This is an optimization exercise on Yosys and OpenROAD, whose aim is small area, a short achievable clock period and few clock cycles per item, not a production implementation. RTL that was checked went through simulation tests only; none was proved equivalent to the original. Function not checked in runs 1 to 5: the RTL went through the layout flow alone. Power is estimated from default activity; no workload was simulated.

==> flow/config.mk <==
export PLATFORM = sky130hd
export DESIGN_NAME = wall_grid_neighbor_smoothing_core
export DESIGN_NICKNAME = wall_grid_neighbor_smoothing_core
export VERILOG_FILES = /design/flow/design.v
export SDC_FILE = /design/flow/constraint.sdc
export NUM_CORES = 4
export LEC_CHECK = 0
export CAP_MARGIN = 20
export CORE_MARGIN = 2
export CORE_UTILIZATION = 40
export SLEW_MARGIN = 20
==> flow/constraint.sdc <==
create_clock -name core_clock -period 5.0 [get_ports {clk}]
set_input_delay 1.0000 -clock core_clock [delete_from_list [all_inputs] [get_ports {clk}]]
set_output_delay 1.0000 -clock core_clock [all_outputs]
set_load 0.01 [all_outputs]
==> flow/design.v <==
package wgns_pkg;
	localparam int MAX_WIDTH  = 256;
	localparam int MAX_HEIGHT = 256;
	localparam int COL_W      = $clog2(MAX_WIDTH);
	localparam int ROW_W      = $clog2(MAX_HEIGHT);
	localparam int SIZE_W     = 9;
	localparam int THR_W      = 4;
	localparam int CFG_IDX_W  = 2;
	localparam int CFG_DATA_W = SIZE_W;
	localparam int IN_DATA_W  = 8;
	localparam int OUT_DATA_W = 24;
	localparam int OUT_USER_W = 2;
	localparam logic [SIZE_W-1:0] RST_WIDTH   = SIZE_W'(64);
	localparam logic [SIZE_W-1:0] RST_HEIGHT  = SIZE_W'(64);
	localparam logic [THR_W-1:0]  RST_KEEP    = THR_W'(5);
	localparam logic [THR_W-1:0]  RST_GROW    = THR_W'(6);
	localparam logic [CFG_IDX_W-1:0] REG_GRID_WIDTH  = 2'd0;
	localparam logic [CFG_IDX_W-1:0] REG_GRID_HEIGHT = 2'd1;
	localparam logic [CFG_IDX_W-1:0] REG_WALL_KEEP   = 2'd2;
	localparam logic [CFG_IDX_W-1:0] REG_FLOOR_GROW  = 2'd3;
endpackage
module wgns_seg #(
	parameter int LEN = 1
) (
	input  logic clk,
	input  logic en,
	input  logic sel,
	input  logic d,
	output logic q
);
	logic [LEN-1:0] sr;
	always_ff @(posedge clk) begin
		if (en) begin
			sr <= {sr, d};
		end
	end
	assign q = sel ? sr[LEN-1] : d;
endmodule
module wgns_line_buf (
	input  logic       clk,
	input  logic       en,
	input  logic [7:0] sel,
	input  logic       d,
	output logic       q
);
	logic s128, s64, s32, s16, s8, s4, s2, s1;
	logic r1, r2;
	wgns_seg #(.LEN(128)) u_s128 (.clk(clk), .en(en), .sel(sel[7]), .d(d),    .q(s128));
	wgns_seg #(.LEN(64))  u_s64  (.clk(clk), .en(en), .sel(sel[6]), .d(s128), .q(s64));
	wgns_seg #(.LEN(32))  u_s32  (.clk(clk), .en(en), .sel(sel[5]), .d(s64),  .q(s32));
	wgns_seg #(.LEN(16))  u_s16  (.clk(clk), .en(en), .sel(sel[4]), .d(s32),  .q(s16));
	always_ff @(posedge clk) begin
		if (en) begin
			r1 <= s16;
		end
	end
	wgns_seg #(.LEN(8))   u_s8   (.clk(clk), .en(en), .sel(sel[3]), .d(r1),   .q(s8));
	wgns_seg #(.LEN(4))   u_s4   (.clk(clk), .en(en), .sel(sel[2]), .d(s8),   .q(s4));
	wgns_seg #(.LEN(2))   u_s2   (.clk(clk), .en(en), .sel(sel[1]), .d(s4),   .q(s2));
	wgns_seg #(.LEN(1))   u_s1   (.clk(clk), .en(en), .sel(sel[0]), .d(s2),   .q(s1));
	always_ff @(posedge clk) begin
		if (en) begin
			r2 <= s1;
		end
	end
	assign q = r2;
endmodule
module wall_grid_neighbor_smoothing_core (
	input  logic                                clk,
	input  logic                                arst_n,
	input  logic                                s_axis_tvalid,
	output logic                                s_axis_tready,
	input  logic [wgns_pkg::IN_DATA_W-1:0]      s_axis_tdata,   
	output logic                                m_axis_tvalid,
	input  logic                                m_axis_tready,
	output logic [wgns_pkg::OUT_DATA_W-1:0]     m_axis_tdata,   
	output logic [wgns_pkg::OUT_USER_W-1:0]     m_axis_tuser,   
	output logic                                m_axis_tlast,   
	input  logic                                cfg_we,
	input  logic [wgns_pkg::CFG_IDX_W-1:0]      cfg_index,
	input  logic [wgns_pkg::CFG_DATA_W-1:0]     cfg_wdata
);
	localparam int DEPTH = 8;    
	localparam int PTR_W = $clog2(DEPTH);
	logic       cfg_we_q;
	logic [1:0] cfg_idx_q;
	logic [8:0] cfg_dat_q;
	logic [7:0] sat3;
	logic [7:0] wv_q, hv_q;    
	logic [3:0] keep_thr_q, grow_thr_q;
	always_ff @(posedge clk or negedge arst_n) begin
		if (!arst_n)
			cfg_we_q <= 1'b0;
		else
			cfg_we_q <= cfg_we;
	end
	always_ff @(posedge clk) begin
		cfg_idx_q <= cfg_index;
		cfg_dat_q <= cfg_wdata;
	end
	assign sat3 = (cfg_dat_q < 9'd3)   ? 8'd0 :
	              (cfg_dat_q > 9'd256) ? 8'd253 : 8'(cfg_dat_q - 9'd3);
	always_ff @(posedge clk or negedge arst_n) begin
		if (!arst_n) begin
			wv_q       <= 8'(wgns_pkg::RST_WIDTH - 3);
			hv_q       <= 8'(wgns_pkg::RST_HEIGHT - 3);
			keep_thr_q <= wgns_pkg::RST_KEEP;
			grow_thr_q <= wgns_pkg::RST_GROW;
		end else if (cfg_we_q) begin
			case (cfg_idx_q)
				wgns_pkg::REG_GRID_WIDTH:  wv_q       <= sat3;
				wgns_pkg::REG_GRID_HEIGHT: hv_q       <= sat3;
				wgns_pkg::REG_WALL_KEEP:   keep_thr_q <= cfg_dat_q[3:0];
				wgns_pkg::REG_FLOOR_GROW:  grow_thr_q <= cfg_dat_q[3:0];
				default: ;
			endcase
		end
	end
	logic       tready_q, iv_q, ibit_q, ok_q, adv_q, push_q;
	logic       in_acc, iv_n, ok_n;
	logic [3:0] res_q;           
	logic [3:0] res_adv;
	logic [7:0] ck_q, rk_q;
	logic       fc_q, fr_q, r1_q, lc_q, lr_q;    
	logic       lc_n;
	assign in_acc = s_axis_tvalid && tready_q;
	assign iv_n   = in_acc || (iv_q && !adv_q);
	logic has_a, has_b;
	assign has_a = !fr_q && !fc_q;
	assign has_b = lc_q || lr_q;
	assign res_adv = res_q + (adv_q ? 4'(has_a) + 4'(has_b) : 4'd0);
	assign ok_n    = res_adv <= 4'(DEPTH - 2);
	assign lc_n    = adv_q ? (!lc_q && (ck_q == wv_q)) : lc_q;
	assign s_axis_tready = tready_q;
	always_ff @(posedge clk or negedge arst_n) begin
		if (!arst_n) begin
			tready_q <= 1'b1;
			iv_q     <= 1'b0;
			ok_q     <= 1'b1;
			adv_q    <= 1'b0;
			push_q   <= 1'b0;
		end else begin
			tready_q <= !iv_n || ok_n;
			iv_q     <= iv_n;
			ok_q     <= ok_n;
			adv_q    <= iv_n && ok_n;
			push_q   <= iv_n && ok_n && !lc_n;
		end
	end
	always_ff @(posedge clk) begin
		if (in_acc) begin
			ibit_q <= s_axis_tdata[0];
		end
	end
	always_ff @(posedge clk or negedge arst_n) begin
		if (!arst_n) begin
			ck_q <= '1;
			rk_q <= '1;
			fc_q <= 1'b1;
			fr_q <= 1'b1;
			r1_q <= 1'b0;
			lc_q <= 1'b0;
			lr_q <= 1'b0;
		end else if (adv_q) begin
			lc_q <= lc_n;
			if (lc_q) begin
				ck_q <= '1;
				fc_q <= 1'b1;
				if (lr_q) begin
					rk_q <= '1;
					fr_q <= 1'b1;
					r1_q <= 1'b0;
					lr_q <= 1'b0;
				end else begin
					rk_q <= rk_q + 1'b1;
					fr_q <= 1'b0;
					r1_q <= fr_q;
					lr_q <= rk_q == hv_q;
				end
			end else begin
				ck_q <= ck_q + 1'b1;
				fc_q <= 1'b0;
			end
		end
	end
	logic mid_bit, top_bit;    
	wgns_line_buf u_row1 (
		.clk (clk),
		.en  (push_q),
		.sel (wv_q),
		.d   (ibit_q),
		.q   (mid_bit)
	);
	wgns_line_buf u_row2 (
		.clk (clk),
		.en  (push_q),
		.sel (wv_q),
		.d   (mid_bit),
		.q   (top_bit)
	);
	logic [1:0] new_sum, s1_sum_q, s2_sum_q;
	logic [2:0] q_sum_q;        
	logic       m2_q, ctr_q;    
	logic       t_eff, b_eff;
	logic       has_a1_q, has_b1_q, bbit1_q;
	assign t_eff   = top_bit || r1_q;
	assign b_eff   = ibit_q || lr_q;
	assign new_sum = lc_q ? 2'd3 : 2'(t_eff) + 2'(mid_bit) + 2'(b_eff);
	always_ff @(posedge clk) begin
		if (adv_q) begin
			s1_sum_q <= fc_q ? 2'd3 : s2_sum_q;
			s2_sum_q <= new_sum;
			q_sum_q  <= 3'(s1_sum_q) + (fc_q ? 3'd3 : 3'(s2_sum_q));
			m2_q     <= mid_bit;
			ctr_q    <= m2_q;
			has_a1_q <= has_a;
			has_b1_q <= has_b;
			bbit1_q  <= ibit_q;
		end
	end
	logic       p1_q, abit;
	logic [3:0] total;
	assign total = 4'(q_sum_q) + 4'(s2_sum_q);
	assign abit  = ctr_q ? (total > keep_thr_q) : (total >= grow_thr_q);
	always_ff @(posedge clk or negedge arst_n) begin
		if (!arst_n)
			p1_q <= 1'b0;
		else
			p1_q <= adv_q;
	end
	logic [DEPTH-1:0] fifo_q;
	logic [PTR_W-1:0] wptr_q, rptr_q, wptr1;
	logic [3:0]       cnt_q;
	logic             wr_a, wr_b, take, nonempty;
	assign wr_a     = p1_q && has_a1_q;
	assign wr_b     = p1_q && has_b1_q;
	assign wptr1    = wptr_q + 1'b1;
	assign nonempty = cnt_q != 4'd0;
	always_ff @(posedge clk) begin
		for (int k = 0; k < DEPTH; k++) begin
			if (wr_a && wptr_q == PTR_W'(k))
				fifo_q[k] <= abit;
			else if (wr_b && (wr_a ? wptr1 : wptr_q) == PTR_W'(k))
				fifo_q[k] <= bbit1_q;
		end
	end
	always_ff @(posedge clk or negedge arst_n) begin
		if (!arst_n) begin
			wptr_q <= '0;
			rptr_q <= '0;
			cnt_q  <= '0;
			res_q  <= '0;
		end else begin
			wptr_q <= wptr_q + PTR_W'(wr_a) + PTR_W'(wr_b);
			if (take)
				rptr_q <= rptr_q + 1'b1;
			cnt_q  <= cnt_q + 4'(wr_a) + 4'(wr_b) - 4'(take);
			res_q  <= res_adv - 4'(take);
		end
	end
	logic       ov_q, owall_q, osm_q, orl_q, olast_q;
	logic [7:0] ocol_q, orow_q;
	logic       f_xw2_q, f_yh2_q, f_yh1_q;    
	logic       n_sm, n_rl, n_last, n_xw2, n_yh2, n_yh1;
	logic [7:0] n_col, n_row;
	logic       eq_wm3, eq_hm3;
	assign eq_wm3 = ocol_q == wv_q;
	assign eq_hm3 = orow_q == hv_q;
	always_comb begin
		n_sm   = 1'b0;
		n_rl   = 1'b1;
		n_last = 1'b0;
		n_xw2  = 1'b0;
		n_yh2  = 1'b0;
		n_yh1  = 1'b0;
		n_col  = ocol_q;
		n_row  = orow_q;
		if (olast_q) begin
			n_col = wv_q + 8'd2;
			n_row = '0;
		end else if (!osm_q) begin
			if (f_yh1_q) begin
				n_sm  = 1'b1;
				n_rl  = 1'b0;
				n_row = hv_q + 8'd1;
				n_xw2 = f_xw2_q;
				n_yh2 = 1'b1;
			end else if (f_yh2_q) begin
				n_col = '0;
				n_row = orow_q + 1'b1;
				n_yh1 = 1'b1;
			end else begin
				n_sm  = 1'b1;
				n_col = '0;
			end
		end else begin
			if (f_yh2_q) begin
				n_col  = ocol_q + 1'b1;
				n_row  = orow_q + 1'b1;
				n_xw2  = eq_wm3;
				n_yh1  = 1'b1;
				n_last = f_xw2_q;
			end else if (f_xw2_q) begin
				n_col = ocol_q + 1'b1;
				n_row = orow_q + 1'b1;
				n_yh2 = eq_hm3;
			end else begin
				n_sm  = 1'b1;
				n_col = ocol_q + 1'b1;
				n_xw2 = eq_wm3;
				n_rl  = !eq_wm3;
				n_yh2 = f_yh2_q;
			end
		end
	end
	assign take = nonempty && (m_axis_tready || !ov_q);
	always_ff @(posedge clk or negedge arst_n) begin
		if (!arst_n) begin
			ov_q    <= 1'b0;
			olast_q <= 1'b1;
		end else begin
			if (take) begin
				ov_q    <= 1'b1;
				olast_q <= n_last;
			end else if (m_axis_tready) begin
				ov_q    <= 1'b0;
			end
		end
	end
	always_ff @(posedge clk) begin
		if (take) begin
			owall_q <= fifo_q[rptr_q];
			osm_q   <= n_sm;
			orl_q   <= n_rl;
			ocol_q  <= n_col;
			orow_q  <= n_row;
			f_xw2_q <= n_xw2;
			f_yh2_q <= n_yh2;
			f_yh1_q <= n_yh1;
		end
	end
	assign m_axis_tvalid = ov_q;
	assign m_axis_tdata  = {7'd0, owall_q, orow_q, ocol_q};
	assign m_axis_tuser  = {orl_q, osm_q};
	assign m_axis_tlast  = olast_q;
endmodule
==> flow/run.sh <==
#!/bin/bash
# synth_recipe.tcl (not shown) runs the flow's synth.tcl, then flattens the netlist and writes it again
# the make line also repeats each setting of config.mk as NAME=value (left out here)
make -C /OpenROAD-flow-scripts/flow DESIGN_CONFIG=/design/flow/config.mk WORK_HOME=/design/flow/orfs CLKGATE_MAP_FILE= SYNTH_SCRIPT=/design/flow/synth_recipe.tcl finish
==> results of run 1 <==
==> kinds of logic (layout without fill, tap and decap cells) <==
| kind of cell | count (synthesis) | count (layout) |
|---|---|---|
| multiplexers | 27 | 27 |
| AO/OA/AOI/OAI | 108 | 108 |
| flip-flops | 635 | 635 |
| buffers and inverters | 73 | 193 |
| AND/OR/NAND/NOR | 190 | 190 |
| XOR/XNOR | 69 | 69 |
| adder cells (fa/ha/maj) | 43 | 43 |
| other | 1 | 7 |
==> sequential cells by signal, indices dropped and copies added, names as in the netlist, 8 cells and up <==
name	count
rk_q	8
u_row2.u_s16.sr	16
u_row2.u_s64.sr	64
u_row1.u_s32.sr	32
hv_q	8
u_row1.u_s16.sr	16
u_row1.u_s64.sr	64
wv_q	8
orow_q	8
u_row2.u_s128.sr	128
u_row1.u_s128.sr	128
fifo_q	8
cfg_dat_q	9
u_row2.u_s8.sr	8
u_row2.u_s32.sr	32
ck_q	8
u_row1.u_s8.sr	8
ocol_q	8
==> metal layers <==
| layer | global-route usage, % | wire [um] |
|---|---|---|
| met4 | 3.79 | 725 |
| met3 | 3.02 | 1480 |
| met5 | 0 | 0 |
| met1 | 17.1 | 16400 |
| met2 | 15.1 | 13100 |
==> critical path, delay by kind of cell, from the launching register on <==
| family | cells | cell delay, ns |
|---|---|---|
| AOI/OAI and AO/OA | 2 | 1.04 |
| and+or+nand+nor | 2 | 0.28 |
| adders and majority gates | 3 | 0.95 |
| DFF | 1 | 0.42 |
==> Yosys cell counts, drive strengths merged (9+ instances only) <==
cell type,number
buf,14
dfrtp,33
dfxtp,11
nor3,12
a21oi,17
nor2b,9
clkbuf,21
ha,36
mux2,24
and3,15
nand4,9
dfstp,34
xor2,40
nor2,32
o21ai,29
nand2,49
edfxtp,557
xnor2,29
inv,38
nand3,32
==> metrics by stage <==
step	cell area [sq um]	cells	worst slack (ns)
2_1_floorplan	22300	1152	0.791
3_3_place_gp	23500	1910	1.97
3_5_place_dp	23500	1910	1.94
4_1_cts	25600	2020	1.94
5_1_grt	25600	2020	1.73
6_report	25600	2020	1.99
==> power by group <==
group / switching, mW / internal (mW) / leakage, nW
registers: 0.720 / 7.66 / 5.49
clock network: 1.91 / 2.89 / 1.03
logic: 1.36 / 0.860 / 1.75
total: 3.99 / 11.4 / 8.28
==> placed cells by master, fill, tap and decap left out, types with 8 or more instances in the layout <==
cell type        count
a21oi_1             17
a22o_1               8
and3_1              15
bufinv_16           12
clkbuf_16           59
clkdlybuf4s50_1     37
clkinv_1             9
clkinv_2            10
dfrtp_1             32
dfstp_2             34
dfxtp_1             11
edfxtp_1           557
ha_1                36
inv_1               36
mux2_2              15
mux2_4               8
nand2_1             49
nand3_1             32
nand4_1              9
nor2_1              32
nor2b_1              9
nor3_1              11
o21ai_0             19
o21ai_1             10
xnor2_1             29
xor2_1              40
==> final cells by class <==
class,instances,area share [%]
Inverter,38,0.557
Timing Repair Buffer,45,1.87
Tap cell,748,3.66
Clock buffer,70,6.21
Multi-Input combinational cell,444,12.7
Sequential cell,635,73.0
Clock inverter,40,2.09
==> worst paths after layout <==
kind                                     start                  end  cells after the start
max                                s2_sum_q[0]            fifo_q[2]                      7
min                        u_row1.u_s32.sr[26]  u_row1.u_s32.sr[27]                      0
max reg2reg                        s2_sum_q[0]            fifo_q[2]                      7
min reg2reg                u_row1.u_s32.sr[26]  u_row1.u_s32.sr[27]                      0
max in group asynchronous               arst_n               push_q                      2
min in group asynchronous               arst_n                 ov_q                      1
==> results by group, run 1 <==
Run status
  – Outcome: no timing/DRC/antenna violations

Timing
  – TNS Setup: 0 ns
  – Fin. Hold Viols: 0
  – Final Cycle Share: 60.2%
  – RSZ-0062 raised after global routing: false
  – Rel. slew slack: 31.8%
  – Slew at the pin with the worst max-slew slack: 1.01 ns
  – F_max: 332 MHz
  – Setup Skew: 0.0151 ns
  – WHS: 0.411 ns
  – Final min period: 3.01 ns
  – Max Slew Vio Count: 0
  – Final Setup Violations: 0

Worst setup path
  – Crit-path cells: ha_1 > fa_1 > ha_1 > nor3b_1 > nor2_1 > o31ai_1 > a41oi_1
  – WP data required: 5.30 ns
  – Crit path arrival time: 3.31 ns
  – Max stage delay on crit path: 0.81 ns
  – Startpoint Class: flop
  – R2R Setup Slk: 1.99 ns
  – Critical Path End Type: flop
  – CP dominant cell by count: ha_1
  – Slowest library cell on the worst path: o31ai_1
  – Setup CP Type: flop to flop
  – Worst-path fanout max: 8

Finish
  – Area delta synth->final: 15.1%
  – Multi-input logic area: 3240 sq um
  – Reg area: 18700 sq um
  – Antenna diode count: 0
  – Final core utilization: 46.5%
  – Share of layout cells above drive strength 1: 13.8%
  – Final-layout fill cell count: 4610
  – Nets@finish: 1290

Power and ir drop
  – Maximum vdd drop: 0.296 mV
  – Power per cell area: 602 nW/um^2
  – Leakage Power: 8.28 nW
  – Final Power: 15.4 mW

Logic synthesis
  – Flops & latches, synth: 635
  – Sequential area share after synthesis: 84.0%
  – Cell taking the most area after synthesis: edfxtp_1
  – Ys async rst share: 10.6%
  – XOR/XNOR share of the synthesized area: 2.72%
  – Adder-cell share of the synthesized area: 2.66%
  – Multiplexer share of the synthesized area: 1.60%
  – Largest family of logic cells by synthesized area: simple AND/OR/NAND/NOR gates
  – Synth warnings: 10
  – Synth Instances: 1146
  – Simple-gate share of the synthesized area: 4.27%
  – Most used DFF post-synth: edfxtp_1
  – Synth Area in Compound Gates: 3.21%
  – Post-Syn Area: 22200 sq um
  – Synth top area share: 75.2%
  – Post-synth EDFFs: 557
  – Netlist cell types: 58
  – Ranking of synthesized cells by area: edfxtp_1 75%, dfstp_2 4.0%, dfrtp_1 3.7%
  – Post-synthesis average cell area: 19.4 sq um

Job
  – # Max-Cap Violations: 0

Placed design
  – Placer Congestion: 0.788
  – Dpl hpwl: 17300 um
  – IO Port Bufs: 38

Die
  – Die height: 240 um
  – Core Box Area: 55000 sq um
  – Die area: 57500 sq um
  – Site Rows: 86
  – Starting Density: 40.4%
  – DIE WIDTH: 240 um
  – Number of I/O pins: 53

Detailed routing
  – DRC: 0
  – WL/cell: 15.7 um
  – Starting DRT DRC Count: 859
  – Number of vias per cell: 4.70
  – Pre-antenna DRT Iters: 5
  – Final WL: 31700 um
  – Routed Antenna Nets: 0
  – DR vias: 9496

Clock network
  – Hold_buf cts: 0
  – CTS resizes: 0
  – CTS max path bufs: 3
  – CTS Buf Count: 59
  – Clock slew at reported path FFs: 0.06 ns
  – Post-CTS Setup Bufs: 0
  – CTS tree: yes
  – Clk sinks: 635
  – H-Tree Depth: 2
  – CTS Root Cell: clkbuf_16
  – Clk latency of the worst-skew pair: 0.62 ns

Global routing
  – First-pass GRT wire length: 50600 um
  – Grt ovf: 0
  – Initial antenna violation count: 0
  – GRT Util Overall: 11.1%
  – Vias in the first global route: 9308
  – Largest net degree at the start of global routing: 119

Hold path
  – Hold WC Path Type: flop to flop
==> run 2: changes to the inputs <==
--- a/flow/design.v
+++ b/flow/design.v
@@ -122,3 +122,3 @@
 	logic [3:0] res_adv;
-	logic [7:0] ck_q, rk_q;
+	logic [7:0] cd_q, rd_q;
 	logic       fc_q, fr_q, r1_q, lc_q, lr_q;    
@@ -132,3 +132,3 @@
 	assign ok_n    = res_adv <= 4'(DEPTH - 2);
-	assign lc_n    = adv_q ? (!lc_q && (ck_q == wv_q)) : lc_q;
+	assign lc_n    = adv_q ? (!lc_q && (cd_q == ~wv_q)) : lc_q;
 	assign s_axis_tready = tready_q;
@@ -136,3 +136,3 @@
 		if (!arst_n) begin
-			tready_q <= 1'b1;
+			tready_q <= 1'b0;
 			iv_q     <= 1'b0;
@@ -156,4 +156,4 @@
 		if (!arst_n) begin
-			ck_q <= '1;
-			rk_q <= '1;
+			cd_q <= '0;
+			rd_q <= '0;
 			fc_q <= 1'b1;
@@ -166,6 +166,6 @@
 			if (lc_q) begin
-				ck_q <= '1;
+				cd_q <= '0;
 				fc_q <= 1'b1;
 				if (lr_q) begin
-					rk_q <= '1;
+					rd_q <= '0;
 					fr_q <= 1'b1;
@@ -174,9 +174,9 @@
 				end else begin
-					rk_q <= rk_q + 1'b1;
+					rd_q <= rd_q - 1'b1;
 					fr_q <= 1'b0;
 					r1_q <= fr_q;
-					lr_q <= rk_q == hv_q;
+					lr_q <= rd_q == ~hv_q;
 				end
 			end else begin
-				ck_q <= ck_q + 1'b1;
+				cd_q <= cd_q - 1'b1;
 				fc_q <= 1'b0;
@@ -201,5 +201,6 @@
 	logic [1:0] new_sum, s1_sum_q, s2_sum_q;
-	logic [2:0] q_sum_q;        
-	logic       m2_q, ctr_q;    
+	logic [2:0] q_sum;          
+	logic       m2_q;           
 	logic       t_eff, b_eff;
+	logic [3:0] ge, ge_q;
 	logic       has_a1_q, has_b1_q, bbit1_q;
@@ -208,2 +209,10 @@
 	assign new_sum = lc_q ? 2'd3 : 2'(t_eff) + 2'(mid_bit) + 2'(b_eff);
+	assign q_sum   = 3'(s1_sum_q) + (fc_q ? 3'd3 : 3'(s2_sum_q));
+	logic signed [5:0] need;
+	assign need = $signed({1'b0, (m2_q ? {1'b0, keep_thr_q} + 5'd1 : {1'b0, grow_thr_q})}) -
+	              $signed({3'b0, q_sum});
+	always_comb begin
+		for (int k = 0; k < 4; k++)
+			ge[k] = need <= $signed(6'(k));
+	end
 	always_ff @(posedge clk) begin
@@ -212,5 +221,4 @@
 			s2_sum_q <= new_sum;
-			q_sum_q  <= 3'(s1_sum_q) + (fc_q ? 3'd3 : 3'(s2_sum_q));
 			m2_q     <= mid_bit;
-			ctr_q    <= m2_q;
+			ge_q     <= ge;
 			has_a1_q <= has_a;
@@ -220,6 +228,4 @@
 	end
-	logic       p1_q, abit;
-	logic [3:0] total;
-	assign total = 4'(q_sum_q) + 4'(s2_sum_q);
-	assign abit  = ctr_q ? (total > keep_thr_q) : (total >= grow_thr_q);
+	logic p1_q, abit;
+	assign abit = ge_q[s2_sum_q];
 	always_ff @(posedge clk or negedge arst_n) begin
@@ -260,3 +266,3 @@
 	end
-	logic       ov_q, owall_q, osm_q, orl_q, olast_q;
+	logic       ov_q, owall_q, osm_q, orl_q, olast_q, start_q;
 	logic [7:0] ocol_q, orow_q;
@@ -277,3 +283,3 @@
 		n_row  = orow_q;
-		if (olast_q) begin
+		if (start_q || olast_q) begin
 			n_col = wv_q + 8'd2;
@@ -319,19 +325,18 @@
 			ov_q    <= 1'b0;
-			olast_q <= 1'b1;
+			start_q <= 1'b1;
 		end else begin
-			if (take) begin
-				ov_q    <= 1'b1;
-				olast_q <= n_last;
-			end else if (m_axis_tready) begin
-				ov_q    <= 1'b0;
-			end
+			ov_q <= take || (ov_q && !m_axis_tready);
+			if (take)
+				start_q <= 1'b0;
 		end
 	end
+	logic [20:0] oreg_q, oreg_n;
+	assign oreg_n = ({21{take}}  & {fifo_q[rptr_q], n_row, n_col, n_rl, n_sm, n_last}) |
+	                ({21{!take}} & oreg_q);
+	always_ff @(posedge clk) begin
+		oreg_q <= oreg_n;
+	end
+	assign {owall_q, orow_q, ocol_q, orl_q, osm_q, olast_q} = oreg_q;
 	always_ff @(posedge clk) begin
 		if (take) begin
-			owall_q <= fifo_q[rptr_q];
-			osm_q   <= n_sm;
-			orl_q   <= n_rl;
-			ocol_q  <= n_col;
-			orow_q  <= n_row;
 			f_xw2_q <= n_xw2;
--- a/flow/config.mk
+++ b/flow/config.mk
@@ -9,3 +9,8 @@
 export CORE_MARGIN = 2
-export CORE_UTILIZATION = 40
+export CORE_UTILIZATION = 60
+export CTS_BUF_LIST = sky130_fd_sc_hd__clkbuf_8
+export CTS_CLUSTER_DIAMETER = 60
+export CTS_CLUSTER_SIZE = 20
+export HOLD_SLACK_MARGIN = 0
+export SETUP_SLACK_MARGIN = 3.0
 export SLEW_MARGIN = 20
==> results by group, run 2 <==
Finish
  – Multi-input logic area: 3810 sq um
  – Most frequent cells in the layout: 558 x edfxtp_1, 68 x nand2_1, 52 x o21ai_0
  – Nets@finish: 1371
  – Biggest regs: u_row1.u_s128.sr (128), u_row2.u_s128.sr (128)
  – Post-Layout Inst Area: 24900 sq um
  – Most common cell after layout, fill and taps aside: edfxtp_1
  – Area delta synth->final: 10.6%
  – Final-layout fill cell count: 2457
  – Final core utilization: 67.8%
  – Share of layout cells above drive strength 1: 18.8%
  – Final cell count without fillers: 1806
  – Reg area: 18700 sq um

Clock network
  – CTS Root Cell: clkbuf_8
  – Clock slew at reported path FFs: 0.09 ns
  – CTS tree: yes
  – CTS Buf Count: 43
  – Clk latency of the worst-skew pair: 0.64 ns
  – Clk sinks: 636
  – CTS max path bufs: 3
  – H-Tree Depth: 2

Detailed routing
  – Pre-antenna DRT Iters: 4
  – DRC: 0
  – WL/cell: 18.4 um
  – Number of vias per cell: 5.48
  – Starting DRT DRC Count: 772
  – Final WL: 33300 um
  – DR vias: 9891
  – Routed Antenna Nets: 0

Logic synthesis
  – Ranking of synthesized cells by area: edfxtp_1 74%, dfrtp_1 5.6%, dfstp_2 2.0%
  – Post-Syn Area: 22500 sq um
  – Most common cell in the netlist: edfxtp_1
  – Synth Instances: 1207
  – Synth top area share: 74.4%
  – Post-synth EDFFs: 558
  – Post-synthesis average cell area: 18.7 sq um
  – Ys async rst share: 10.5%
  – Netlist cell types: 59
  – Flops & latches, synth: 636
  – Synth warnings: 10
  – Cell taking the most area after synthesis: edfxtp_1
  – Commonest cells in the netlist: 558 x edfxtp_1, 68 x nand2_1, 56 x o21ai_0, 50 x dfrtp_1, 40 x xnor2_1
  – Sequential area share after synthesis: 82.9%
  – Most used DFF post-synth: edfxtp_1

Die
  – Starting Density: 61.2%
  – Die height: 198 um
  – Core Box Area: 36800 sq um
  – DIE WIDTH: 198 um
  – Site Rows: 70
  – Number of I/O pins: 53
  – Die area: 39100 sq um

Global routing
  – Grt ovf: 0
  – Largest net degree at the start of global routing: 95
  – Initial antenna violation count: 3
  – First-pass GRT wire length: 52000 um
  – Vias in the first global route: 9621
  – GRT Util Overall: 17.4%

Timing
  – Final min period: 2.52 ns
  – Slew at the pin with the worst max-slew slack: 0.711 ns
  – F_max: 397 MHz
  – Final Setup Violations: 0
  – TNS Setup: 0 ns
  – Final Cycle Share: 50.3%
  – Fin. Hold Viols: 0
  – Max Slew Vio Count: 0
  – RSZ-0062 raised after global routing: true
  – Rel. slew slack: 52.6%
  – Setup Skew: 0.0301 ns

Placed design
  – Placed cell count: 1684
  – DP Area: 23500 sq um
  – IO Port Bufs: 38
  – Placer Congestion: 0.825
  – Dpl hpwl: 17800 um

Job
  – # Max-Cap Violations: 0

Worst setup path
  – WP depth: 9
  – WP data required: 5.46 ns
  – Crit path arrival time: 2.98 ns
  – WP buf/inv: 1
  – Crit-path cells: or2_4 > inv_2 > fa_2 > fa_2 > nor3b_2 > and3_1 > a211oi_2 > o32a_1 > o31ai_2
  – R2R Path Start: fc_q
  – RR Endpoint: ge_q[0]
  – Max stage delay on crit path: 0.57 ns
  – Slowest library cell on the worst path: dfstp_2
  – R2r worst-path depth: 9
  – Crit-path leading delay family: adder cells
  – Startpoint Class: flop
  – Setup CP Type: flop to flop
  – Critical Path End Type: flop
  – CP dominant cell by count: fa_2
  – R2R Setup Slk: 2.48 ns
  – Worst-path fanout max: 6

Power and ir drop
  – Final Power: 13.5 mW
  – Switching Share: 28.6%
  – Total internal power: 9.63 mW
  – Clock power share: 18.6%
  – Leakage Power: 8.08 nW
  – Power per cell area: 541 nW/um^2
  – Maximum vdd drop: 0.384 mV
  – Sequential cell fraction of total power: 60.1%
  – Combinational share of power: 21.3%
  – Switching pwr: 3.86 mW

Hold path
  – Hold WC Path Type: input port to async pin

Run status
  – Outcome: no timing/DRC/antenna violations
==> run 2: power groups by stage <==
stage	registers, mW	logic, mW	clock network [mW]
floorplan	8.58	1.49	0
global placement	8.31	2.34	0
detailed placement	8.31	2.41	0
CTS	8.14	2.78	2.64
global route	8.23	3.23	2.79
finish	8.11	2.88	2.50
==> run 2: cell families after synthesis <==
kind of cell | synth area share, %
compound gates | 3.53
xor+xnor | 2.68
fa+ha+maj | 2.23
buf+inv | 1.59
flops | 82.9
mux | 2.40
other cells | 0.0166
simple gates | 4.66
==> run 2: worst register-to-register path, cell delays in order (launching register included) <==
cell      delay [ns]
dfstp_2         0.57
or2_4           0.13
inv_2           0.03
fa_2            0.35
fa_2            0.43
nor3b_2         0.21
and3_1          0.20
a211oi_2        0.05
o32a_1          0.22
o31ai_2         0.17
==> run 2: area by class of cell <==
type | instances | share of cell area [%]
multi-input cells | 498 | 15.3
clock inverters | 26 | 0.798
repair buffers | 95 | 3.49
clock buffers | 45 | 2.48
flip-flops and latches | 636 | 75.0
well taps | 468 | 2.35
inverters | 37 | 0.617
diodes | 1 | 0.0100
==> run 2: metal layers <==
metal,global-route usage [%],part of all wire [%]
met5,0,0.066
met4,6.13,2.5
met3,3.12,3.7
met2,25.0,43
met1,27.2,51
==> run 2: repair_timing <==
item                                   CTS  global route
endpoints found under the hold margin    0             0
buffers inserted                        38             9
hold buffers                             0             0
resized for setup                      127            13
setup endpoints to repair              426           202
pin swaps                               13             5
gates cloned                             3             0
==> run 2: how the worst max path moves through the flow <==
| stage | startpoint | endpoint | slack, ns |
|---|---|---|---|
| 2_1_floorplan | push_q | u_row1.r1 | 0.79 |
| 5_1_grt | fc_q | ge_q[0] | 2.29 |
| 3_5_place_dp | m_axis_tready | cnt_q[2] | 1.58 |
| 4_1_cts | keep_thr_q[0] | ge_q[0] | 2.49 |
| 6_report | fc_q | ge_q[0] | 2.48 |
| 3_3_place_gp | m_axis_tready | cnt_q[2] | 1.64 |
==> run 2: stage by stage <==
step / worst slack (ns) / hold slack, ns
after detailed placement: 1.58 / 0.405
after CTS: 2.49 / 0.220
after global placement: 1.64 / 0.402
after floorplan: 0.791 / 0.400
after global routing: 2.29 / 0.251
final: 2.48 / 0.264
==> run 3: changes to the inputs <==
--- a/flow/config.mk
+++ b/flow/config.mk
@@ -9,6 +9,3 @@
 export CORE_MARGIN = 2
-export CORE_UTILIZATION = 60
-export CTS_BUF_LIST = sky130_fd_sc_hd__clkbuf_8
-export CTS_CLUSTER_DIAMETER = 60
-export CTS_CLUSTER_SIZE = 20
+export CORE_UTILIZATION = 40
 export HOLD_SLACK_MARGIN = 0
==> results by group, run 3 <==
Worst setup path
  – Worst-path fanout max: 5
  – Startpoint Class: flop
  – Max stage delay on crit path: 0.58 ns
  – WP buf/inv: 2
  – Setup CP Type: flop to flop
  – Crit path arrival time: 3.04 ns
  – R2r worst-path depth: 9
  – Critical Path End Type: flop
  – Crit-path cells: or2_4 > inv_2 > fa_2 > fa_2 > buf_6 > or2_4 > a221oi_2 > o221ai_2 > o21ai_1
  – WP data required: 5.46 ns
  – Slowest library cell on the worst path: dfstp_2
  – Crit-path leading delay family: adder cells
  – R2R Setup Slk: 2.42 ns
  – RR Endpoint: ge_q[2]
  – R2R Path Start: fc_q

Logic synthesis
  – Cell taking the most area after synthesis: edfxtp_1
  – Post-synthesis average cell area: 18.7 sq um
  – Ys async rst share: 10.5%
  – Flops & latches, synth: 636
  – Post-Syn Area: 22500 sq um
  – Netlist cell types: 59
  – Synth warnings: 10
  – Commonest cells in the netlist: 558 x edfxtp_1, 68 x nand2_1, 56 x o21ai_0, 50 x dfrtp_1, 40 x xnor2_1
  – Most used DFF post-synth: edfxtp_1
  – Ranking of synthesized cells by area: edfxtp_1 74%, dfrtp_1 5.6%, dfstp_2 2.0%
  – Sequential area share after synthesis: 82.9%
  – Most common cell in the netlist: edfxtp_1
  – Synth Instances: 1207
  – Post-synth EDFFs: 558
  – Synth top area share: 74.4%

Global routing
  – Grt ovf: 0
  – Largest net degree at the start of global routing: 134
  – GRT Util Overall: 11.9%
  – Initial antenna violation count: 0
  – Vias in the first global route: 9736
  – First-pass GRT wire length: 53900 um

Detailed routing
  – WL/cell: 16.2 um
  – DR vias: 10219
  – Pre-antenna DRT Iters: 5
  – Final WL: 34700 um
  – Routed Antenna Nets: 0
  – Number of vias per cell: 4.78
  – Starting DRT DRC Count: 713
  – DRC: 0

Die
  – Die height: 241 um
  – Die area: 58200 sq um
  – Starting Density: 40.7%
  – Core Box Area: 55400 sq um
  – DIE WIDTH: 241 um
  – Site Rows: 86
  – Number of I/O pins: 53

Timing
  – Slew at the pin with the worst max-slew slack: 0.679 ns
  – TNS Setup: 0 ns
  – Rel. slew slack: 54.7%
  – Fin. Hold Viols: 0
  – Final Setup Violations: 0
  – Max Slew Vio Count: 0
  – Final min period: 2.58 ns
  – Final worst slack: 2.42 ns
  – Final Cycle Share: 51.7%
  – F_max: 387 MHz
  – Setup Skew: 0.0169 ns
  – RSZ-0062 raised after global routing: true

Clock network
  – CTS Root Cell: clkbuf_16
  – CTS Buf Count: 60
  – Clk latency of the worst-skew pair: 0.62 ns
  – H-Tree Depth: 2
  – CTS tree: yes
  – Clock slew at reported path FFs: 0.06 ns
  – CTS max path bufs: 3
  – Clk sinks: 636

Placed design
  – Pre-CTS setup slack: 1.61 ns
  – IO Port Bufs: 38
  – Dpl hpwl: 18500 um
  – Placer Congestion: 0.821

Finish
  – Area delta synth->final: 17.3%
  – Final-layout fill cell count: 4612
  – Antenna diode count: 0
  – Most frequent cells in the layout: 558 x edfxtp_1, 67 x nand2_1, 61 x clkbuf_16
  – Biggest regs: u_row1.u_s128.sr (128), u_row2.u_s128.sr (128)
  – Most common cell after layout, fill and taps aside: edfxtp_1
  – Share of layout cells above drive strength 1: 21.6%
  – Nets@finish: 1399

Power and ir drop
  – Maximum vdd drop: 0.339 mV
  – Leakage Power: 8.64 nW
  – Power per cell area: 585 nW/um^2

Hold path
  – Hold WC Path Type: input port to async pin

Job
  – # Max-Cap Violations: 0

Run status
  – Outcome: no timing/DRC/antenna violations
[run 3: layout make-up]
cell class                 instances  area, sq um  area share [%]
tap                              748          936            3.54
clock inverter                    40          334            1.26
timing repair buffer             106          901            3.41
multi-input combinational        498         3810            14.4
inverter                          37          154           0.582
clock buffer                      74         1620            6.11
sequential                       636        18700            70.7
[run 3: cells by family after synthesis]
group	share of synthesized area, %
adders and majority gates	2.23
AOI/OAI and AO/OA	3.53
DFF	82.9
muxes	2.40
and+or+nand+nor	4.66
xor gates and xnor gates	2.68
other	0.0166
buffers and inverters	1.59
[run 3: timing repair]
item                                    4_1_cts  5_1_grt
endpoints found under the setup margin      345       50
gates cloned                                  1        0
buffers inserted                             40       19
resized for setup                           117       17
hold buffers                                  0        0
pin swaps                                    11        7
[run 3: through the flow]
| step | util (%) | std cells | area, sq um | hold slack (ns) | power, mW |
|---|---|---|---|---|---|
| final | 47.7 | 2139 | 26400 | 0.376 | 15.5 |
| after global routing | 47.7 | 2139 | 26400 | 0.381 | 16.3 |
| after CTS | 47.3 | 2120 | 26200 | 0.406 | 15.5 |
| after detailed placement | 43.2 | 1965 | 23900 | 0.405 | 10.8 |
| after global placement | 43.2 | 1965 | 23900 | 0.402 | 10.7 |
| after floorplan | - | 1213 | 22700 | 0.400 | 10.1 |
[run 3: where the power goes]
group / leakage, nW / total (mW) / switching, mW / internal [mW]
sequential: 5.52 / 8.10 / 0.604 / 7.50
clock: 0.973 / 4.43 / 1.92 / 2.51
combinational: 2.14 / 2.93 / 1.70 / 1.23
total: 8.64 / 15.5 / 4.22 / 11.2
[run 3: layer usage]
| metal | vias to the layer above | GRT usage (%) | share of wire [%] |
|---|---|---|---|
| li1 | 4806 | - | - |
| met5 | - | 0 | 0 |
| met1 | 5152 | 17.9 | 50 |
| met2 | 193 | 16.5 | 43 |
| met4 | 0 | 4.32 | 2.7 |
| met3 | 68 | 3.12 | 5.0 |
[run 3: how the worst max path moves through the flow]
stage	from	end	cells after the start
2_1_floorplan	push_q	u_row1.r1	0
3_3_place_gp	m_axis_tready	cnt_q[2]	9
3_5_place_dp	m_axis_tready	cnt_q[2]	9
4_1_cts	fc_q	ge_q[0]	9
5_1_grt	fc_q	ge_q[2]	9
6_report	fc_q	ge_q[2]	9
[run 3: worst reg2reg max path, cell delays in order (launching register included)]
cell and delay [ns]:
dfstp_2 0.58, or2_4 0.14, inv_2 0.03, fa_2 0.34
fa_2 0.41, buf_6 0.14, or2_4 0.22, a221oi_2 0.25
o221ai_2 0.16, o21ai_1 0.17
==> run 4: changes to the inputs <==
--- a/flow/design.v
+++ b/flow/design.v
@@ -131,3 +131,12 @@
 	assign res_adv = res_q + (adv_q ? 4'(has_a) + 4'(has_b) : 4'd0);
-	assign ok_n    = res_adv <= 4'(DEPTH - 2);
+	always_comb begin
+		if (!adv_q)
+			ok_n = res_q <= 4'(DEPTH - 2);
+		else if (has_a && has_b)
+			ok_n = res_q <= 4'(DEPTH - 4);
+		else if (has_a || has_b)
+			ok_n = res_q <= 4'(DEPTH - 3);
+		else
+			ok_n = res_q <= 4'(DEPTH - 2);
+	end
 	assign lc_n    = adv_q ? (!lc_q && (cd_q == ~wv_q)) : lc_q;
@@ -201,3 +210,2 @@
 	logic [1:0] new_sum, s1_sum_q, s2_sum_q;
-	logic [2:0] q_sum;          
 	logic       m2_q;           
@@ -209,9 +217,11 @@
 	assign new_sum = lc_q ? 2'd3 : 2'(t_eff) + 2'(mid_bit) + 2'(b_eff);
-	assign q_sum   = 3'(s1_sum_q) + (fc_q ? 3'd3 : 3'(s2_sum_q));
-	logic signed [5:0] need;
-	assign need = $signed({1'b0, (m2_q ? {1'b0, keep_thr_q} + 5'd1 : {1'b0, grow_thr_q})}) -
-	              $signed({3'b0, q_sum});
+	logic [9:0] keep_t, grow_t, thr_t, thr_s;
 	always_comb begin
-		for (int k = 0; k < 4; k++)
-			ge[k] = need <= $signed(6'(k));
+		for (int j = 0; j < 10; j++) begin
+			keep_t[j] = 4'(j) > keep_thr_q;
+			grow_t[j] = 4'(j) >= grow_thr_q;
+		end
+		thr_t = m2_q ? keep_t : grow_t;
+		thr_s = thr_t >> s1_sum_q;
+		ge    = 4'(thr_s >> (fc_q ? 2'd3 : s2_sum_q));
 	end
@@ -237,14 +247,14 @@
 	logic [DEPTH-1:0] fifo_q;
-	logic [PTR_W-1:0] wptr_q, rptr_q, wptr1;
-	logic [3:0]       cnt_q;
-	logic             wr_a, wr_b, take, nonempty;
-	assign wr_a     = p1_q && has_a1_q;
-	assign wr_b     = p1_q && has_b1_q;
-	assign wptr1    = wptr_q + 1'b1;
-	assign nonempty = cnt_q != 4'd0;
+	logic [PTR_W:0]   wptr_q, rptr_q, wptr_n, rptr1;
+	logic [PTR_W-1:0] wptr1;
+	logic             wr_a, wr_b, take, ne_q, ne_n;
+	logic [3:0]       res_take;
+	assign wr_a  = p1_q && has_a1_q;
+	assign wr_b  = p1_q && has_b1_q;
+	assign wptr1 = wptr_q[PTR_W-1:0] + 1'b1;
 	always_ff @(posedge clk) begin
 		for (int k = 0; k < DEPTH; k++) begin
-			if (wr_a && wptr_q == PTR_W'(k))
+			if (wr_a && wptr_q[PTR_W-1:0] == PTR_W'(k))
 				fifo_q[k] <= abit;
-			else if (wr_b && (wr_a ? wptr1 : wptr_q) == PTR_W'(k))
+			else if (wr_b && (wr_a ? wptr1 : wptr_q[PTR_W-1:0]) == PTR_W'(k))
 				fifo_q[k] <= bbit1_q;
@@ -252,2 +262,6 @@
 	end
+	assign wptr_n   = wptr_q + (PTR_W+1)'(wr_a) + (PTR_W+1)'(wr_b);
+	assign rptr1    = rptr_q + 1'b1;
+	assign ne_n     = take ? (wptr_n != rptr1) : (wptr_n != rptr_q);
+	assign res_take = res_adv - 4'd1;
 	always_ff @(posedge clk or negedge arst_n) begin
@@ -256,10 +270,9 @@
 			rptr_q <= '0;
-			cnt_q  <= '0;
+			ne_q   <= 1'b0;
 			res_q  <= '0;
 		end else begin
-			wptr_q <= wptr_q + PTR_W'(wr_a) + PTR_W'(wr_b);
-			if (take)
-				rptr_q <= rptr_q + 1'b1;
-			cnt_q  <= cnt_q + 4'(wr_a) + 4'(wr_b) - 4'(take);
-			res_q  <= res_adv - 4'(take);
+			wptr_q <= wptr_n;
+			rptr_q <= take ? rptr1 : rptr_q;
+			ne_q   <= ne_n;
+			res_q  <= take ? res_take : res_adv;
 		end
@@ -321,3 +334,3 @@
 	end
-	assign take = nonempty && (m_axis_tready || !ov_q);
+	assign take = ne_q && (m_axis_tready || !ov_q);
 	always_ff @(posedge clk or negedge arst_n) begin
@@ -333,3 +346,3 @@
 	logic [20:0] oreg_q, oreg_n;
-	assign oreg_n = ({21{take}}  & {fifo_q[rptr_q], n_row, n_col, n_rl, n_sm, n_last}) |
+	assign oreg_n = ({21{take}}  & {fifo_q[rptr_q[PTR_W-1:0]], n_row, n_col, n_rl, n_sm, n_last}) |
 	                ({21{!take}} & oreg_q);
--- a/flow/config.mk
+++ b/flow/config.mk
@@ -9,3 +9,6 @@
 export CORE_MARGIN = 2
-export CORE_UTILIZATION = 40
+export CORE_UTILIZATION = 60
+export CTS_BUF_LIST = sky130_fd_sc_hd__clkbuf_8
+export CTS_CLUSTER_DIAMETER = 60
+export CTS_CLUSTER_SIZE = 20
 export HOLD_SLACK_MARGIN = 0
==> results by group, run 4 <==
Run status
  – Outcome: no timing/DRC/antenna violations

Clock network
  – Hold_buf cts: 0
  – CTS Buf Count: 42
  – Clk sinks: 635
  – CTS Root Cell: clkbuf_8
  – Clk latency of the worst-skew pair: 0.63 ns
  – CTS tree: yes
  – CTS max path bufs: 3
  – H-Tree Depth: 2
  – Clock slew at reported path FFs: 0.12 ns

Timing
  – TNS Setup: 0 ns
  – Setup Skew: 0.0228 ns
  – RSZ-0062 raised after global routing: true
  – Fin. Hold Viols: 0
  – Slew at the pin with the worst max-slew slack: 0.969 ns
  – WHS: 0.402 ns
  – Final Cycle Share: 44.4%
  – F_max: 451 MHz
  – Max Slew Vio Count: 0
  – Final min period: 2.22 ns
  – Rel. slew slack: 35.4%
  – Final Setup Violations: 0

Global routing
  – Largest net degree at the start of global routing: 183
  – Grt ovf: 0
  – Initial antenna violation count: 0
  – Vias in the first global route: 9667
  – First-pass GRT wire length: 52200 um
  – GRT Util Overall: 17.4%

Detailed routing
  – DRC: 0
  – WL/cell: 18.0 um
  – Final WL: 34000 um
  – Pre-antenna DRT Iters: 5
  – Routed Antenna Nets: 0
  – Starting DRT DRC Count: 861
  – Number of vias per cell: 5.53
  – DR vias: 10430

Worst setup path
  – Crit path arrival time: 1.22 ns
  – Setup CP Type: flop to primary output
  – Max stage delay on crit path: 0.44 ns
  – WP buf/inv: 1
  – Worst-path fanout max: 2
  – WP data required: 4.00 ns
  – Slowest library cell on the worst path: edfxtp_1
  – Crit-path cells: buf_2
  – Startpoint Class: flop
  – Crit-path leading delay family: flip-flops
  – Critical Path End Type: primary output

Power and ir drop
  – Maximum vdd drop: 0.284 mV
  – Power per cell area: 344 nW/um^2
  – Leakage Power: 7.89 nW

Finish
  – Biggest regs: u_row1.u_s128.sr (128), u_row2.u_s128.sr (128)
  – Nets@finish: 1392
  – Area delta synth->final: 10.4%
  – Most common cell after layout, fill and taps aside: edfxtp_1
  – Most frequent cells in the layout: 558 x edfxtp_1, 62 x buf_4, 53 x nand2_1
  – Final-layout fill cell count: 2519
  – Share of layout cells above drive strength 1: 19.5%
  – Antenna diode count: 0

Logic synthesis
  – Netlist cell types: 73
  – Most used DFF post-synth: edfxtp_1
  – Synth warnings: 10
  – Synth top area share: 73.9%
  – Ys async rst share: 10.4%
  – Sequential area share after synthesis: 82.3%
  – Post-Syn Area: 22700 sq um
  – Flops & latches, synth: 635
  – Synth Instances: 1234
  – Ranking of synthesized cells by area: edfxtp_1 74%, dfrtp_1 5.4%, dfstp_2 2.0%
  – Most common cell in the netlist: edfxtp_1
  – Post-synthesis average cell area: 18.4 sq um
  – Commonest cells in the netlist: 558 x edfxtp_1, 57 x nand2_1, 49 x dfrtp_1, 39 x xnor2_1
  – Cell taking the most area after synthesis: edfxtp_1
  – Post-synth EDFFs: 558

Die
  – Die height: 198 um
  – Core Box Area: 37400 sq um
  – Number of I/O pins: 53
  – Starting Density: 60.6%
  – DIE WIDTH: 198 um
  – Die area: 39300 sq um
  – Site Rows: 71

Job
  – # Max-Cap Violations: 0

Placed design
  – Placer Congestion: 0.830
  – Dpl hpwl: 18500 um
  – IO Port Bufs: 38

Hold path
  – Hold WC Path Type: input port to async pin
run 4: cell count changes after synthesis, moves of 8 or more:
cell / previous run / this run
mux2_4: 8 / 0
ha_1: 29 / 21
o21ai_1: 1 / 13
nand3_1: 22 / 36
o21ai_0: 56 / 36
nand2_1: 68 / 57
run 4: final cells by class:
type                       count  area (sq um)  area share [%]
sequential                   635         18700            74.6
multi-input combinational    524          3940            15.7
timing repair buffer         105           823            3.29
tap                          511           639            2.55
clock buffer                  43           592            2.36
clock inverter                33           229           0.915
inverter                      35           136           0.545
timing repair inverter         1          7.51          0.0300
run 4: metrics by stage:
step / power, mW / area, sq um / instances / worst slack (ns) / util (%)
2_1_floorplan: 6.12 / 22800 / 1240 / 0.791 / -
3_3_place_gp: 6.21 / 23600 / 1748 / 2.29 / 63.1
3_5_place_dp: 6.21 / 23600 / 1748 / 2.30 / 63.1
4_1_cts: 8.72 / 24700 / 1865 / 2.73 / 66.1
5_1_grt: 8.95 / 25000 / 1887 / 2.70 / 66.9
6_report: 8.61 / 25000 / 1887 / 2.78 / 66.9
run 4: kinds of logic (layout without fill, tap and decap cells):
| group | Yosys count | in the layout | share of synthesized area, % |
|---|---|---|---|
| XOR/XNOR | 72 | 72 | 2.78 |
| flip-flops | 635 | 635 | 82.3 |
| adder cells (fa/ha/maj) | 24 | 24 | 1.42 |
| buffers and inverters | 82 | 217 | 1.60 |
| AO/OA/AOI/OAI | 150 | 151 | 4.45 |
| multiplexers | 37 | 37 | 2.02 |
| other | 1 | 7 | 0.0165 |
| AND/OR/NAND/NOR | 233 | 233 | 5.44 |
run 4: worst paths after layout:
path | from | to | slack [ns] | cells past startpoint
max | flop | m_axis_tdata[4] | 2.78 | 1
min | arst_n | rptr_q[3] | 0.40 | 1
max reg2reg | fc_q | res_q[3] | 2.82 | 8
min reg2reg | u_row1.u_s128.sr[125] | u_row1.u_s128.sr[126] | 0.42 | 0
max in group asynchronous | arst_n | push_q | 3.58 | 2
min in group core_clock | u_row1.u_s128.sr[125] | u_row1.u_s128.sr[126] | 0.42 | 0
run 4: repair_timing:
item                                   4_1_cts  5_1_grt
buffers inserted                            41       20
pin swaps                                   10       16
setup endpoints to repair                   37       68
cloned                                       0        2
gates resized for setup                    115       48
endpoints found under the hold margin        0        0
run 4: layer usage:
metal | share of wire, % | vias up | GRT usage, %
met4 | 2.0 | 0 | 4.43
met5 | 0 | - | 0
met1 | 52 | 5254 | 28.7
met2 | 41 | 227 | 23.7
li1 | - | 4887 | -
met3 | 4.7 | 62 | 3.54
run 4: report_power, final:
group,internal (mW),switching [mW]
clock,0.904,1.58
sequential,5.74,0.103
combinational,0.147,0.136
==> run 5: changes to the inputs <==
--- a/flow/config.mk
+++ b/flow/config.mk
@@ -10,5 +10,5 @@
 export CORE_UTILIZATION = 60
-export CTS_BUF_LIST = sky130_fd_sc_hd__clkbuf_8
-export CTS_CLUSTER_DIAMETER = 60
-export CTS_CLUSTER_SIZE = 20
+export CTS_BUF_LIST = sky130_fd_sc_hd__clkbuf_16
+export CTS_CLUSTER_DIAMETER = 80
+export CTS_CLUSTER_SIZE = 30
 export HOLD_SLACK_MARGIN = 0
==> results by group, run 5 <==
Clock network
  – Hold_buf cts: 0
  – CTS max path bufs: 3
  – Clk latency of the worst-skew pair: 0.61 ns
  – H-Tree Depth: 1
  – CTS Root Cell: clkbuf_16
  – CTS tree: yes
  – Clk sinks: 635
  – CTS Buf Count: 28
  – Clock slew at reported path FFs: 0.10 ns

Logic synthesis
  – Flops & latches, synth: 635
  – Most used DFF post-synth: edfxtp_1
  – Ys async rst share: 10.4%
  – Synth warnings: 10
  – Synth top area share: 73.9%
  – Synth Instances: 1234
  – Ranking of synthesized cells by area: edfxtp_1 74%, dfrtp_1 5.4%, dfstp_2 2.0%
  – Synth Area in Compound Gates: 4.45%
  – Netlist cell types: 73
  – Largest family of logic cells by synthesized area: simple AND/OR/NAND/NOR gates
  – Commonest cells in the netlist: 558 x edfxtp_1, 57 x nand2_1, 49 x dfrtp_1, 39 x xnor2_1
  – Adder-cell share of the synthesized area: 1.42%
  – XOR/XNOR share of the synthesized area: 2.78%
  – Most common cell in the netlist: edfxtp_1
  – Post-synth EDFFs: 558
  – Sequential area share after synthesis: 82.3%
  – Post-Syn Area: 22700 sq um
  – Cell taking the most area after synthesis: edfxtp_1
  – Post-synthesis average cell area: 18.4 sq um
  – Simple-gate share of the synthesized area: 5.44%
  – Multiplexer share of the synthesized area: 2.02%

Worst setup path
  – Crit path arrival time: 1.20 ns
  – Max stage delay on crit path: 0.43 ns
  – R2R Setup Slk: 2.80 ns
  – WP data required: 4.00 ns
  – Crit-path cells: buf_2
  – Slowest library cell on the worst path: edfxtp_1
  – Setup CP Type: flop to primary output
  – Critical Path End Type: primary output
  – Crit-path leading delay family: flip-flops
  – WP buf/inv: 1
  – Startpoint Class: flop
  – Worst-path fanout max: 2

Power and ir drop
  – Clock power share: 30.7%
  – Sequential cell fraction of total power: 66.1%
  – Maximum vdd drop: 0.392 mV
  – Power per cell area: 353 nW/um^2
  – Switching pwr: 1.82 mW
  – Switching Share: 20.5%
  – Total internal power: 7.03 mW
  – Combinational share of power: 3.2%
  – Leakage Power: 7.86 nW

Finish
  – Final core utilization: 67.1%
  – Final cell count without fillers: 1853
  – Biggest regs: u_row1.u_s128.sr (128), u_row2.u_s128.sr (128)
  – Share of layout cells above drive strength 1: 18.3%
  – Most common cell after layout, fill and taps aside: edfxtp_1
  – Nets@finish: 1373
  – Area delta synth->final: 10.6%
  – Final-layout fill cell count: 2512
  – Antenna diode count: 0
  – Most frequent cells in the layout: 558 x edfxtp_1, 57 x buf_4, 53 x nand2_1

Placed design
  – IO Port Bufs: 38
  – Dpl hpwl: 18500 um
  – Placer Congestion: 0.830
  – Placed cell count: 1748

Timing
  – Fin. Hold Viols: 0
  – Final min period: 2.20 ns
  – Rel. slew slack: 40.1%
  – Final Cycle Share: 44.0%
  – Setup Skew: 0.0290 ns
  – F_max: 454 MHz
  – Max Slew Vio Count: 0
  – Slew at the pin with the worst max-slew slack: 0.899 ns
  – Final Setup Violations: 0
  – TNS Setup: 0 ns
  – RSZ-0062 raised after global routing: true

Die
  – Starting Density: 60.6%
  – Die height: 198 um
  – Core Box Area: 37400 sq um
  – Die area: 39300 sq um
  – DIE WIDTH: 198 um
  – Site Rows: 71
  – Number of I/O pins: 53

Run status
  – Outcome: no timing/DRC/antenna violations

Detailed routing
  – Number of vias per cell: 5.56
  – DR vias: 10298
  – Routed Antenna Nets: 0
  – Starting DRT DRC Count: 855
  – Final WL: 33400 um
  – DRC: 0
  – Pre-antenna DRT Iters: 5
  – WL/cell: 18.0 um

Hold path
  – Hold WC Path Type: flop to flop

Global routing
  – GRT Util Overall: 16.9%
  – Grt ovf: 0
  – Initial antenna violation count: 0
  – Largest net degree at the start of global routing: 183
  – Vias in the first global route: 9455
  – First-pass GRT wire length: 51600 um

Job
  – # Max-Cap Violations: 0
==> run 5: cell types whose count changed in the layout (fill, tap and decap cells not counted), moves of 2 or more <==
cell        change
clkbuf_8       -43
clkbuf_16      +28
inv_1          -10
buf_4           -5
clkinvlp_4      -3
inv_12          +2
inv_8           -2
==> run 5: per-stage QoR <==
stage                     power (mW)  hold WS [ns]  instance area [sq um]  setup WS (ns)
after floorplan                 6.12         0.400                  22800          0.791
after global placement          6.21         0.401                  23600           2.29
after detailed placement        6.21         0.405                  23600           2.30
after CTS                       8.95         0.404                  24800           2.76
after global routing            9.16         0.396                  25100           2.73
final                           8.84         0.403                  25100           2.80
==> run 5: final timing paths <==
check                                       to           startpoint  depth (start not counted)
max                            m_axis_tdata[4]                 flop                          1
min                        u_row2.u_s64.sr[17]  u_row2.u_s64.sr[16]                          0
max reg2reg                           res_q[1]                 lc_q                          9
min reg2reg                u_row2.u_s64.sr[17]  u_row2.u_s64.sr[16]                          0
max in group asynchronous               push_q               arst_n                          2
min in group asynchronous              rd_q[1]               arst_n                          1
==> run 5: worst reg2reg max path, stage by stage, from the launching register on <==
cell and delay (ns):
dfrtp_2 0.41, or2_4 0.25, inv_2 0.06, ha_4 0.18, and2_4 0.16, ha_4 0.15
inv_2 0.05, fa_2 0.46, ha_4 0.28, mux2i_1 0.06
==> run 5: metal layers <==
layer	global-route usage, %	wire length (um)	vias to the layer above
met3	2.15	1390	49
li1	-	-	4843
met5	0	0	-
met2	23.5	14100	228
met4	4.26	582	0
met1	28.7	17400	5178
==> run 5: layout make-up <==
| cell class | count | area [sq um] | area share [%] |
|---|---|---|---|
| Clock buffer | 28 | 701 | 2.79 |
| Clock inverter | 19 | 211 | 0.843 |
| Inverter | 35 | 136 | 0.544 |
| Multi-Input combinational cell | 523 | 3930 | 15.7 |
| Sequential cell | 635 | 18700 | 74.4 |
| Tap cell | 511 | 639 | 2.55 |
| Timing Repair Buffer | 101 | 791 | 3.15 |
| Timing Repair inverter | 1 | 7.51 | 0.0299 |
==> run 5: logic make-up after synthesis <==
group | Yosys count
DFF | 635
and+or+nand+nor | 233
AOI/OAI and AO/OA | 150
buffers and inverters | 82
xor gates and xnor gates | 72
muxes | 37
adders and majority gates | 24
other | 1
==> run 5: repair_timing <==
action                                  CTS  global route
gates cloned                              1             0
endpoints found under the hold margin     0             0
pin swaps                                 9            14
endpoints found under the setup margin   57            42
buffers inserted                         40            17
gates resized for setup                 114            45
==> run 5: power by group through the flow <==
| stage | Sequential [mW] | Clock [mW] | Combinational [mW] |
|---|---|---|---|
| floorplan | 5.89 | 0 | 0.226 |
| global placement | 5.97 | 0 | 0.237 |
| detailed placement | 5.97 | 0 | 0.238 |
| CTS | 5.84 | 2.84 | 0.266 |
| global route | 5.86 | 2.99 | 0.311 |
| finish | 5.85 | 2.71 | 0.281 |
==> run 6: changes to the inputs <==
--- a/flow/design.v
+++ b/flow/design.v
@@ -84,5 +84,2 @@
 	localparam int PTR_W = $clog2(DEPTH);
-	logic       cfg_we_q;
-	logic [1:0] cfg_idx_q;
-	logic [8:0] cfg_dat_q;
 	logic [7:0] sat3;
@@ -90,14 +87,4 @@
 	logic [3:0] keep_thr_q, grow_thr_q;
-	always_ff @(posedge clk or negedge arst_n) begin
-		if (!arst_n)
-			cfg_we_q <= 1'b0;
-		else
-			cfg_we_q <= cfg_we;
-	end
-	always_ff @(posedge clk) begin
-		cfg_idx_q <= cfg_index;
-		cfg_dat_q <= cfg_wdata;
-	end
-	assign sat3 = (cfg_dat_q < 9'd3)   ? 8'd0 :
-	              (cfg_dat_q > 9'd256) ? 8'd253 : 8'(cfg_dat_q - 9'd3);
+	assign sat3 = (cfg_wdata < 9'd3)   ? 8'd0 :
+	              (cfg_wdata > 9'd256) ? 8'd253 : 8'(cfg_wdata - 9'd3);
 	always_ff @(posedge clk or negedge arst_n) begin
@@ -108,8 +95,8 @@
 			grow_thr_q <= wgns_pkg::RST_GROW;
-		end else if (cfg_we_q) begin
-			case (cfg_idx_q)
+		end else if (cfg_we) begin
+			case (cfg_index)
 				wgns_pkg::REG_GRID_WIDTH:  wv_q       <= sat3;
 				wgns_pkg::REG_GRID_HEIGHT: hv_q       <= sat3;
-				wgns_pkg::REG_WALL_KEEP:   keep_thr_q <= cfg_dat_q[3:0];
-				wgns_pkg::REG_FLOOR_GROW:  grow_thr_q <= cfg_dat_q[3:0];
+				wgns_pkg::REG_WALL_KEEP:   keep_thr_q <= cfg_wdata[3:0];
+				wgns_pkg::REG_FLOOR_GROW:  grow_thr_q <= cfg_wdata[3:0];
 				default: ;
@@ -131,2 +118,4 @@
 	assign res_adv = res_q + (adv_q ? 4'(has_a) + 4'(has_b) : 4'd0);
+	logic [1:0] res_inc;
+	assign res_inc = adv_q ? 2'(has_a) + 2'(has_b) : 2'd0;
 	always_comb begin
@@ -250,3 +239,2 @@
 	logic             wr_a, wr_b, take, ne_q, ne_n;
-	logic [3:0]       res_take;
 	assign wr_a  = p1_q && has_a1_q;
@@ -265,3 +253,2 @@
 	assign ne_n     = take ? (wptr_n != rptr1) : (wptr_n != rptr_q);
-	assign res_take = res_adv - 4'd1;
 	always_ff @(posedge clk or negedge arst_n) begin
@@ -276,3 +263,3 @@
 			ne_q   <= ne_n;
-			res_q  <= take ? res_take : res_adv;
+			res_q  <= res_q + {2'b00, res_inc} - {3'b000, take};
 		end
@@ -348,4 +335,7 @@
 	                ({21{!take}} & oreg_q);
-	always_ff @(posedge clk) begin
-		oreg_q <= oreg_n;
+	always_ff @(posedge clk or negedge arst_n) begin
+		if (!arst_n)
+			oreg_q <= '0;
+		else
+			oreg_q <= oreg_n;
 	end
--- a/flow/config.mk
+++ b/flow/config.mk
@@ -14,3 +14,3 @@
 export HOLD_SLACK_MARGIN = 0
-export SETUP_SLACK_MARGIN = 3.0
+export SETUP_SLACK_MARGIN = 3.2
 export SLEW_MARGIN = 20
==> results by group, run 6 <==
Logic synthesis
  – Post-Syn Area: 22300 sq um
  – Ranking of synthesized cells by area: edfxtp_1 72%, dfrtp_1 7.6%, dfstp_2 2.0%
  – Post-synthesis average cell area: 18.0 sq um
  – Synth top area share: 72.3%
  – Netlist cell types: 67
  – Sequential area share after synthesis: 81.9%
  – Cell taking the most area after synthesis: edfxtp_1
  – Commonest cells in the netlist: 538 x edfxtp_1, 68 x dfrtp_1, 62 x nand2_1, 49 x o21ai_0, 42 x inv_1
  – Synth Instances: 1240

Detailed routing
  – Starting DRT DRC Count: 766
  – Final WL: 34900 um
  – WL/cell: 18.8 um
  – DR vias: 10499
  – Routed Antenna Nets: 0
  – Number of vias per cell: 5.66

Clock network
  – Hold_buf cts: 0
  – CTS max path bufs: 3
  – Clk sinks: 623
  – Clk latency of the worst-skew pair: 0.60 ns
  – CTS tree: yes

Power and ir drop
  – Switching Share: 29.3%
  – Final Power: 14.1 mW
  – Maximum vdd drop: 0.407 mV
  – Switching pwr: 4.14 mW
  – Combinational share of power: 24.4%
  – Sequential cell fraction of total power: 57.4%
  – Leakage Power: 8.43 nW

Die
  – Core Box Area: 36600 sq um
  – Number of I/O pins: 53
  – Die height: 197 um
  – Die area: 38800 sq um
  – DIE WIDTH: 197 um

Run status
  – Outcome: no timing/DRC/antenna violations

Timing
  – Fin. Hold Viols: 0
  – Slew at the pin with the worst max-slew slack: 0.804 ns
  – Final Setup Violations: 0
  – F_max: 462 MHz
  – Final Cycle Share: 43.3%
  – TNS Setup: 0 ns
  – Setup Skew: 0.0151 ns
  – RSZ-0062 raised after global routing: true
  – Final worst slack: 2.84 ns

Hold path
  – Hold path start: u_row1.u_s128.sr[36]
  – Hold path depth: 0
  – Hold EP: u_row1.u_s128.sr[37]

Global routing
  – Grt ovf: 0
  – Initial antenna violation count: 0
  – GRT Util Overall: 17.8%
  – Vias in the first global route: 9805

Worst setup path
  – R2R Path Start: m2_q
  – WP buf/inv: 1
  – R2r worst-path depth: 7
  – Setup CP Type: flop to primary output
  – Slowest library cell on the worst path: dfrtp_2
  – Crit-path cells: buf_6
  – Critical Path End Type: primary output
  – WP data required: 4.00 ns

Placed design
  – Dpl hpwl: 18500 um
  – Placed cell count: 1709
  – DP Area: 23300 sq um
  – IO Port Bufs: 38

Finish
  – Final cell count without fillers: 1856
  – Post-Layout Inst Area: 25700 sq um
  – Most frequent cells in the layout: 538 x edfxtp_1, 78 x buf_4, 56 x nand2_1
  – Multi-input logic area: 4460 sq um
  – Area delta synth->final: 15.2%
  – Nets@finish: 1418
  – Final-layout fill cell count: 2351
  – Share of layout cells above drive strength 1: 27.0%
  – Most common cell after layout, fill and taps aside: edfxtp_1

Job
  – # Max-Cap Violations: 0
## run 6: power groups by stage
stage               clock network, mW  logic (mW)  registers [mW]
floorplan                           0        1.48            8.58
global placement                    0        2.41            8.33
detailed placement                  0        2.46            8.32
CTS                              2.67        3.09            8.12
global route                     2.83        3.80            8.23
finish                           2.56        3.45            8.10
## run 6: worst max-delay path by stage
stage / start / end / slack (ns) / depth (start not counted)
2_1_floorplan: push_q / u_row1.r1 / 0.79 / 0
3_3_place_gp: m_axis_tready / ne_q / 1.58 / 7
4_1_cts: flop / m_axis_tdata[0] / 2.81 / 1
6_report: flop / m_axis_tdata[0] / 2.84 / 1
5_1_grt: flop / m_axis_tdata[0] / 2.80 / 1
3_5_place_dp: m_axis_tready / ne_q / 1.55 / 7
## run 6: final cells by class
| class | instances | share of cell area, % |
|---|---|---|
| sequential | 623 | 71.3 |
| multi-input combinational | 532 | 17.3 |
| timing repair buffer | 141 | 5.06 |
| clock buffer | 27 | 2.63 |
| tap | 468 | 2.28 |
| clock inverter | 22 | 0.681 |
| inverter | 42 | 0.681 |
| timing repair inverter | 1 | 0.0340 |
## run 6: routing by layer
layer | routed length, um | global-route usage, % | up-vias
li1 | - | - | 4950
met4 | 529 | 3.95 | 0
met2 | 15500 | 25.4 | 193
met3 | 1280 | 2.02 | 36
met5 | 0 | 0 | -
met1 | 17600 | 30.0 | 5320
## run 6: cell families (layout without fill, tap and decap cells)
kind of cell | after synthesis | count (layout) | synth area share [%]
AOI/OAI and AO/OA | 159 | 159 | 4.56
xor gates and xnor gates | 65 | 65 | 2.55
adders and majority gates | 26 | 26 | 1.56
buffers and inverters | 92 | 233 | 1.72
DFF | 623 | 623 | 81.9
muxes | 46 | 46 | 2.44
other | 1 | 7 | 0.0168
and+or+nand+nor | 228 | 229 | 5.23
## run 6: timing repair
| action | in CTS | in global routing |
|---|---|---|
| gates cloned | 2 | 1 |
| setup endpoints to repair | 485 | 331 |
| buffers inserted | 70 | 25 |
| resized for setup | 250 | 81 |
| pin swaps | 35 | 27 |
Testbench counts of run 6, summed over its fixed seeds: cycles 72,300, items 68,207.

Check on run 6: ideal ports give 2.837 ns setup slack; a clkbuf_16 on the clock port and buf_2 on the inputs give 2.785 ns; moving port delays by the midpoint clock arrival (0.639 ns) as well gives 2.330 ns.
